This is an optimization exercise on Yosys and OpenROAD, whose aim is small area, a short achievable clock period and few clock cycles per item, not a production implementation.
The RTL was checked by simulation tests, not by an equivalence proof against the original design.

--- run.sh ---
#!/bin/bash
# synth_recipe.tcl (not shown) runs the flow's synth.tcl, then flattens the netlist and writes it again
# the make line also repeats each setting of config.mk as NAME=value (left out here)
make -C /OpenROAD-flow-scripts/flow DESIGN_CONFIG=/design/flow/config.mk WORK_HOME=/design/flow/orfs CLKGATE_MAP_FILE= SYNTH_SCRIPT=/design/flow/synth_recipe.tcl finish
--- config.mk ---
export PLATFORM = sky130hd
export DESIGN_NAME = blob_slot_tracker
export DESIGN_NICKNAME = blob_slot_tracker
export VERILOG_FILES = /design/flow/design.v
export SDC_FILE = /design/flow/constraint.sdc
export NUM_CORES = 4
export LEC_CHECK = 0
export CAP_MARGIN = 20
export CORE_MARGIN = 2
export CORE_UTILIZATION = 40
export SLEW_MARGIN = 20
--- constraint.sdc ---
create_clock -name core_clock -period 13.0 [get_ports {clk}]
set_input_delay 2.6000 -clock core_clock [delete_from_list [all_inputs] [get_ports {clk}]]
set_output_delay 2.6000 -clock core_clock [all_outputs]
set_load 0.01 [all_outputs]
--- design.v ---
package bst_pkg;
  localparam int MAX_SLOTS   = 16;
  localparam int COORD_W     = 12;
  localparam int SLOT_W      = (MAX_SLOTS > 1) ? $clog2(MAX_SLOTS) : 1;
  localparam int CNT_W       = $clog2(MAX_SLOTS + 1);
  localparam int CFG_SLOTS_W = 5;
  localparam int N_W         = (CNT_W > CFG_SLOTS_W) ? CNT_W : CFG_SLOTS_W;
  localparam int RADIUS_W    = 8;
  localparam int CAP_W       = 6;
  localparam int ENERGY_W    = 8;
  localparam int IDX_OUT_W   = 4;
  localparam int STATUS_W    = 2;
  localparam int CFG_IDX_W   = 2;
  localparam int CFG_DATA_W  = 8;
  localparam int R2_W        = 2 * RADIUS_W;
  localparam int D2_W        = 2 * COORD_W + 1;
  localparam logic [STATUS_W-1:0] ST_TICK  = 2'd0;
  localparam logic [STATUS_W-1:0] ST_MATCH = 2'd1;
  localparam logic [STATUS_W-1:0] ST_CLAIM = 2'd2;
  localparam logic [STATUS_W-1:0] ST_DROP  = 2'd3;
  localparam logic [CFG_IDX_W-1:0] REG_SLOTS  = 2'd0;
  localparam logic [CFG_IDX_W-1:0] REG_RADIUS = 2'd1;
  localparam logic [CFG_IDX_W-1:0] REG_CAP    = 2'd2;
  localparam logic [CFG_SLOTS_W-1:0] RST_SLOTS  = 5'd16;
  localparam logic [RADIUS_W-1:0]    RST_RADIUS = 8'd5;
  localparam logic [CAP_W-1:0]       RST_CAP    = 6'd20;
  localparam logic signed [ENERGY_W-1:0] ENERGY_GAIN  = 8'sd2;
  localparam logic signed [ENERGY_W-1:0] ENERGY_DECAY = 8'sd1;
  typedef struct packed {
    logic start;
    logic tick_step;
    logic det_step;
    logic claim;
    logic load_out;
  } bst_cmd_t;
  typedef struct packed {
    logic empty;
    logic last;
    logic hit;
    logic out_free;
  } bst_stat_t;
endpackage
import bst_pkg::*;
module bst_ctrl (
  input  logic      clk,
  input  logic      rst,
  input  logic      req_valid,
  input  logic      req_type,
  output logic      req_ready,
  input  bst_pkg::bst_stat_t stat,
  output bst_pkg::bst_cmd_t  cmd
);
  localparam logic [2:0] S_IDLE  = 3'd0;
  localparam logic [2:0] S_TICK  = 3'd1;
  localparam logic [2:0] S_DET   = 3'd2;
  localparam logic [2:0] S_CLAIM = 3'd3;
  localparam logic [2:0] S_FIN   = 3'd4;
  logic [2:0] state;
  logic [2:0] state_next;
  always_comb begin
    cmd        = '0;
    req_ready  = 1'b0;
    state_next = state;
    unique case (state)
      S_IDLE: begin
        req_ready = 1'b1;
        if (req_valid) begin
          cmd.start = 1'b1;
          if (stat.empty) begin
            state_next = S_FIN;
          end else if (req_type) begin
            state_next = S_DET;
          end else begin
            state_next = S_TICK;
          end
        end
      end
      S_TICK: begin
        cmd.tick_step = 1'b1;
        if (stat.last) begin
          state_next = S_FIN;
        end
      end
      S_DET: begin
        cmd.det_step = 1'b1;
        if (stat.hit) begin
          state_next = S_FIN;
        end else if (stat.last) begin
          state_next = S_CLAIM;
        end
      end
      S_CLAIM: begin
        cmd.claim  = 1'b1;
        state_next = S_FIN;
      end
      S_FIN: begin
        if (stat.out_free) begin
          cmd.load_out = 1'b1;
          state_next   = S_IDLE;
        end
      end
      default: begin
        state_next = S_IDLE;
      end
    endcase
  end
  always_ff @(posedge clk) begin
    if (rst) begin
      state <= S_IDLE;
    end else begin
      state <= state_next;
    end
  end
endmodule
import bst_pkg::*;
module bst_dp (
  input  logic                       clk,
  input  logic                       rst,
  input  logic                       cfg_we,
  input  logic [CFG_IDX_W-1:0]       cfg_index,
  input  logic [CFG_DATA_W-1:0]      cfg_data,
  input  logic                       req_type,
  input  logic [COORD_W-1:0]         det_x,
  input  logic [COORD_W-1:0]         det_y,
  input  bst_pkg::bst_cmd_t                   cmd,
  output bst_pkg::bst_stat_t                  stat,
  input  logic                       rsp_ready,
  output logic                       rsp_valid,
  output logic [STATUS_W-1:0]        rsp_status,
  output logic [IDX_OUT_W-1:0]       rsp_slot_index,
  output logic signed [ENERGY_W-1:0] rsp_slot_energy
);
  logic [CFG_SLOTS_W-1:0] slots_in_use;
  logic [RADIUS_W-1:0]    match_radius;
  logic [CAP_W-1:0]       energy_cap_halves;
  logic [MAX_SLOTS-1:0]       slot_active;
  logic [COORD_W-1:0]         slot_x [MAX_SLOTS];
  logic [COORD_W-1:0]         slot_y [MAX_SLOTS];
  logic signed [ENERGY_W-1:0] slot_energy [MAX_SLOTS];
  logic [SLOT_W-1:0]          idx;
  logic [SLOT_W-1:0]          free_idx;
  logic                       free_found;
  logic [COORD_W-1:0]         cur_x;
  logic [COORD_W-1:0]         cur_y;
  logic [R2_W-1:0]            r2;
  logic [STATUS_W-1:0]        res_status;
  logic [SLOT_W-1:0]          res_idx;
  logic signed [ENERGY_W-1:0] res_energy;
  logic [N_W-1:0]             n;
  logic                       last;
  logic                       cur_active;
  logic signed [ENERGY_W-1:0] cur_energy;
  logic [COORD_W:0]           dx_s;
  logic [COORD_W:0]           dy_s;
  logic [COORD_W-1:0]         adx;
  logic [COORD_W-1:0]         ady;
  logic [2*COORD_W-1:0]       dx2;
  logic [2*COORD_W-1:0]       dy2;
  logic [D2_W-1:0]            d2;
  logic                       hit;
  logic signed [ENERGY_W-1:0] cap_s;
  logic signed [ENERGY_W-1:0] hit_energy;
  logic signed [ENERGY_W-1:0] claim_energy;
  logic                       decay_kill;
  assign n = (N_W'(slots_in_use) > N_W'(MAX_SLOTS)) ? N_W'(MAX_SLOTS) : N_W'(slots_in_use);
  assign last = (N_W'(idx) + N_W'(1)) == n;
  assign cur_active = slot_active[idx];
  assign cur_energy = slot_energy[idx];
  assign dx_s = {1'b0, cur_x} - {1'b0, slot_x[idx]};
  assign dy_s = {1'b0, cur_y} - {1'b0, slot_y[idx]};
  assign adx  = dx_s[COORD_W] ? COORD_W'(-dx_s) : dx_s[COORD_W-1:0];
  assign ady  = dy_s[COORD_W] ? COORD_W'(-dy_s) : dy_s[COORD_W-1:0];
  assign dx2  = (2*COORD_W)'(adx) * (2*COORD_W)'(adx);
  assign dy2  = (2*COORD_W)'(ady) * (2*COORD_W)'(ady);
  assign d2   = D2_W'(dx2) + D2_W'(dy2);
  assign hit  = cur_active && (d2 < D2_W'(r2));
  assign cap_s        = $signed({{(ENERGY_W-CAP_W){1'b0}}, energy_cap_halves});
  assign hit_energy   = (cur_energy < cap_s) ? cur_energy + ENERGY_GAIN : cur_energy;
  assign claim_energy = (cap_s > 0) ? ENERGY_GAIN : '0;
  assign decay_kill   = cur_energy < 0;
  assign stat.empty    = (n == '0);
  assign stat.last     = last;
  assign stat.hit      = hit;
  assign stat.out_free = !rsp_valid || rsp_ready;
  always_ff @(posedge clk) begin
    if (rst) begin
      slots_in_use      <= RST_SLOTS;
      match_radius      <= RST_RADIUS;
      energy_cap_halves <= RST_CAP;
    end else if (cfg_we) begin
      unique case (cfg_index)
        REG_SLOTS:  slots_in_use      <= cfg_data[CFG_SLOTS_W-1:0];
        REG_RADIUS: match_radius      <= cfg_data[RADIUS_W-1:0];
        REG_CAP:    energy_cap_halves <= cfg_data[CAP_W-1:0];
        default: begin
        end
      endcase
    end
  end
  always_ff @(posedge clk) begin
    if (rst) begin
      slot_active <= '0;
    end else begin
      if (cfg_we && cfg_index == REG_SLOTS) begin
        slot_active <= '0;
      end
      if (cmd.tick_step && cur_active && decay_kill) begin
        slot_active[idx] <= 1'b0;
      end
      if (cmd.claim && free_found) begin
        slot_active[free_idx] <= 1'b1;
      end
    end
  end
  always_ff @(posedge clk) begin
    if (cmd.tick_step && cur_active) begin
      slot_energy[idx] <= decay_kill ? '0 : cur_energy - ENERGY_DECAY;
    end
    if (cmd.det_step && hit) begin
      slot_x[idx]      <= cur_x;
      slot_y[idx]      <= cur_y;
      slot_energy[idx] <= hit_energy;
    end
    if (cmd.claim && free_found) begin
      slot_x[free_idx]      <= cur_x;
      slot_y[free_idx]      <= cur_y;
      slot_energy[free_idx] <= claim_energy;
    end
  end
  always_ff @(posedge clk) begin
    if (rst) begin
      free_found <= 1'b0;
    end else if (cmd.start) begin
      free_found <= 1'b0;
    end else if (cmd.det_step && !hit && !cur_active && !free_found) begin
      free_found <= 1'b1;
    end
  end
  always_ff @(posedge clk) begin
    if (cmd.start) begin
      idx        <= '0;
      cur_x      <= det_x;
      cur_y      <= det_y;
      r2         <= R2_W'(match_radius) * R2_W'(match_radius);
      res_status <= req_type ? ST_DROP : ST_TICK;
      res_idx    <= '0;
      res_energy <= '0;
    end
    if (cmd.tick_step && !last) begin
      idx <= idx + SLOT_W'(1);
    end
    if (cmd.det_step) begin
      if (hit) begin
        res_status <= ST_MATCH;
        res_idx    <= idx;
        res_energy <= hit_energy;
      end else begin
        if (!cur_active && !free_found) begin
          free_idx <= idx;
        end
        if (!last) begin
          idx <= idx + SLOT_W'(1);
        end
      end
    end
    if (cmd.claim && free_found) begin
      res_status <= ST_CLAIM;
      res_idx    <= free_idx;
      res_energy <= claim_energy;
    end
  end
  always_ff @(posedge clk) begin
    if (rst) begin
      rsp_valid <= 1'b0;
    end else if (cmd.load_out) begin
      rsp_valid <= 1'b1;
    end else if (rsp_ready) begin
      rsp_valid <= 1'b0;
    end
  end
  always_ff @(posedge clk) begin
    if (cmd.load_out) begin
      rsp_status      <= res_status;
      rsp_slot_index  <= IDX_OUT_W'(res_idx);
      rsp_slot_energy <= res_energy;
    end
  end
endmodule
import bst_pkg::*;
module blob_slot_tracker (
  input  logic                       clk,
  input  logic                       rst,
  input  logic                       req_valid,
  output logic                       req_ready,
  input  logic                       req_type,
  input  logic [COORD_W-1:0]         req_det_x,
  input  logic [COORD_W-1:0]         req_det_y,
  output logic                       rsp_valid,
  input  logic                       rsp_ready,
  output logic [STATUS_W-1:0]        rsp_status,
  output logic [IDX_OUT_W-1:0]       rsp_slot_index,
  output logic signed [ENERGY_W-1:0] rsp_slot_energy,
  input  logic                       cfg_valid,
  output logic                       cfg_ready,
  input  logic [CFG_IDX_W-1:0]       cfg_index,
  input  logic [CFG_DATA_W-1:0]      cfg_data
);
  bst_pkg::bst_cmd_t  cmd;
  bst_pkg::bst_stat_t stat;
  assign cfg_ready = 1'b1;
  bst_ctrl u_ctrl (
    .clk       (clk),
    .rst       (rst),
    .req_valid (req_valid),
    .req_type  (req_type),
    .req_ready (req_ready),
    .stat      (stat),
    .cmd       (cmd)
  );
  bst_dp u_dp (
    .clk             (clk),
    .rst             (rst),
    .cfg_we          (cfg_valid),
    .cfg_index       (cfg_index),
    .cfg_data        (cfg_data),
    .req_type        (req_type),
    .det_x           (req_det_x),
    .det_y           (req_det_y),
    .cmd             (cmd),
    .stat            (stat),
    .rsp_ready       (rsp_ready),
    .rsp_valid       (rsp_valid),
    .rsp_status      (rsp_status),
    .rsp_slot_index  (rsp_slot_index),
    .rsp_slot_energy (rsp_slot_energy)
  );
endmodule
==> results.toml <==
[timing]
hold_violations = 0
worst_slack_ns = 0.729
worst_pin_slew_ns = 0.876
maxSlewViolCount = 0
setup_violations = 0
max_freq_mhz = 81.5
tns_ns = 0
fin_skew_ns = 0.0222
timing.hold.ws_ns = 0.437
min_period_ns = 12.27
maxSlewHeadroom_pct = 41.6
fin_crit_sh_pct = 94.4

[job]
maxCapViolations = 0

[critical_path]
cp.required_ns = 13.46
end_kind = "flip-flop"
rrSetupSlack_ns = 0.73
path_class = "flip-flop to flip-flop"
crit_top_cell = "fa_1"
slowest_delay_ns = 0.63
cpMaxStageDelayCell = "or4b_4"
cp_max_fo = 28
cp.arrival_ns = 12.73
crit_path_start_kind = "flip-flop"

[detailed_routing]
drc = 0
vias = 21377
ant_nets = 0
wl_um = 82600
drt_iter0_drc = 1711
via_per_inst = 5.32
wl_per_cell_um = 20.6
dr.pass1.iters = 5

[global_routing]
gr-usage-all-layers_pct = 18.1
grt_overflow = 0
antenna_found_initial = 0
grt_max_degree = 50
grt_pass1_vias = 22905
grt_pass1_wl_um = 131000

[synth]
yosys.cell_types.count = 79
syn-num-nets = 3108
netlist_instances = 2645
synth_area_per_cell_um2 = 13.8
async_flop_share_pct = 0
synth_edf_count = 569
ys_ff_latch = 627
synthFlopType = "edfxtp_1"
ys_warn_count = 2
synth.yosys.seq_area_share_pct = 50.2
netlist_area_mm2 = 0.0364

[final_layout]
areaGrowthSynthToFinish_pct = 13.6
multi_input_comb_area_mm2 = 0.0166
diodes = 0
nFillCells = 7988
layout-drive-gt1-share_pct = 15.2
nets = 3254
seqCellArea_mm2 = 0.0183
final_util_pct = 45.9

[floorplanning]
num_io_pins = 57
die_h_um = 306
num_rows = 110
core-area_mm2 = 0.0900
die_x_um = 306
start_util_pct = 40.4
dieArea_mm2 = 0.0934

[clock_tree]
cts_buffers = 61
cts_tree = "yes"
cts_root_buf = "clkbuf_16"
cts_hold_buf = 0
cts_htree_levels = 2
clk_path_buf_depth = 3
clk_latency_ns = 0.63
clkTransAtPathRegs_ns = 0.06
cts.sinks = 627

[place]
globalplace.congestion = 0.884
post-place-ws_ns = 0.253
hpwl_um = 58500
port_buffers = 55

[run_status]
outcome = "finished clean"

[hold_path]
min_path_type = "flip-flop to flip-flop"
==> cell type report <==
| cell class | count | area share, % |
|---|---|---|
| Sequential cell | 627 | 44.2 |
| Inverter | 378 | 3.43 |
| Multi-Input combinational cell | 1552 | 40.1 |
| Timing Repair Buffer | 171 | 4.11 |
| Tap cell | 1176 | 3.56 |
| Clock buffer | 76 | 3.95 |
| Clock inverter | 35 | 0.696 |
==> cell usage after synthesis, drive strengths merged (5+ instances only) <==
cell type,n,area share [%]
edfxtp,569,47
inv,373,3.8
fa,226,12
nor2,198,2.0
ha,197,6.8
mux4,163,10
nand2,122,1.3
a21oi,83,1.2
clkbuf,60,0.62
dfxtp,58,3.2
xnor2,54,1.3
nand3,50,0.69
o21ai,49,0.68
nand2b,48,0.83
xor2,39,0.94
nor3,29,0.40
buf,28,0.42
mux2i,27,0.74
a31oi,22,0.38
and2,21,0.36
a21o,19,0.39
nor2b,19,0.33
o21a,19,0.39
or2,16,0.28
a211oi,12,0.26
and3,11,0.19
nand4,10,0.17
o211ai,9,0.19
a21boi,7,0.14
nand3b,7,0.14
nor4,7,0.12
or3,7,0.12
mux2,6,0.19
nor3b,6,0.12
a2111oi,5,0.12
a211o,5,0.12
clkinv,5,0.052
o21bai,5,0.10
o31a,5,0.12
==> critical path, delay by kind of cell (launching register included) <==
kind,cells,cell delay (ns)
flip-flops,1,0.43
XOR/XNOR,2,0.51
multiplexers,4,1.46
AND/OR/NAND/NOR,7,1.42
buffers and inverters,10,1.51
adder cells (fa/ha/maj),10,4.35
AO/OA/AOI/OAI,11,2.34
==> layout by cell type (no fill, tap or decap), types with 6 or more instances in the layout <==
cell type and instances:
a211oi_1 11, a21o_1 19, a21oi_1 80, a31oi_1 21, and2_1 21, and3_1 11
buf_12 20, buf_4 93, clkbuf_1 11, clkbuf_16 62, clkdlybuf4s50_1 55, clkinv_1 13
clkinv_2 13, dfxtp_1 55, edfxtp_1 569, fa_1 226, ha_1 197, inv_1 370
mux2_2 6, mux2i_1 27, mux4_1 10, mux4_2 153, nand2_1 122, nand2b_1 48
nand3_1 50, nand3b_1 7, nand4_1 10, nor2_1 182, nor2_4 16, nor2b_1 19
nor3_1 29, nor4_1 6, o211ai_1 9, o21a_1 19, o21ai_0 46, or2_2 15
or3_1 7, xnor2_1 52, xor2_1 36
==> logic make-up after synthesis <==
family	count (synthesis)	synth area share (%)
and+or+nand+nor	565	7.40
AOI/OAI and AO/OA	273	4.86
adders and majority gates	423	19.2
muxes	196	11.1
DFF	627	50.2
other	1	0.0103
xor gates and xnor gates	94	2.30
buffers and inverters	466	4.94
==> metrics by stage <==
step                cells  area [µm²]
floorplan            2645       36500
finish               4015       41300
global placement     3896       39200
global route         4015       41300
detailed placement   3896       39200
CTS                  4007       41200
==> sequential cells by signal (all words and copies together) (netlist names) <==
register                cells
u_dp.slot_x               192
u_dp.rsp_slot_energy        8
u_dp.rsp_status             2
u_dp.rsp_valid              1
u_dp.res_status             2
u_dp.cur_y                 12
u_dp.slot_y               192
u_dp.energy_cap_halves      6
u_dp.res_energy             8
u_ctrl.state                3
u_dp.match_radius           8
u_dp.slot_active           16
u_dp.slots_in_use           5
u_dp.idx                    4
u_dp.r2                    15
u_dp.cur_x                 12
u_dp.free_idx               4
u_dp.free_found             1
u_dp.slot_energy          128
u_dp.rsp_slot_index         4
u_dp.res_idx                4
==> what timing repair did <==
action                                  in CTS  in global routing
setup buffers                                0                  8
resized for setup                            0                 23
endpoints found under the hold margin        0                  0
endpoints found under the setup margin       0                657
==> layer usage <==
metal / up-vias / part of all wire, % / track usage [%]
li1: 9724 / - / -
met4: 0 / 2.0 / 4.51
met3: 90 / 4.2 / 1.89
met1: 11044 / 42 / 23.8
met5: - / 0 / 0
met2: 519 / 52 / 32.2
==> final timing paths <==
path | cells after the start | endpoint | startpoint
worst max-delay path | 44 | u_dp.slot_energy[3][4] | u_dp.idx[0]
worst min-delay path | 0 | u_dp.rsp_slot_energy[2] | u_dp.res_energy[2]
worst max register to register | 44 | u_dp.slot_energy[3][4] | u_dp.idx[0]
worst min register to register | 0 | u_dp.rsp_slot_energy[2] | u_dp.res_energy[2]
Testbench counts, summed over its fixed seeds: cycles 77,156, items 5,802.

re-timing with driven ports:
The flow's constraints put no driver on any port. The routed layout listed below was extracted and timed again, unchanged, in two steps.
Step 1 sets driving cells, clkbuf_16 on the clock port and buf_2 on the other inputs (assumed; they add their load-dependent delay and slew).
Step 2 adds t to the input delays and takes it off the output delays; t is the mean of the earliest and latest rising clock arrival at the registers after step 1. Input paths then give back, and output paths get back, about the clock's delay inside the block.
a / b / c = ideal ports / drivers / drivers and shift; a / b = the first two.
shift t [ns]: 0.685
slack for setup (ns): 0.729 / 0.729 / 0.729
hold WS [ns]: 0.437 / 0.437 / 0.437
After both steps this run still meets setup and hold. The setup slack of this run moves by 0.000 ns with the drivers and by 0.000 ns with both steps.
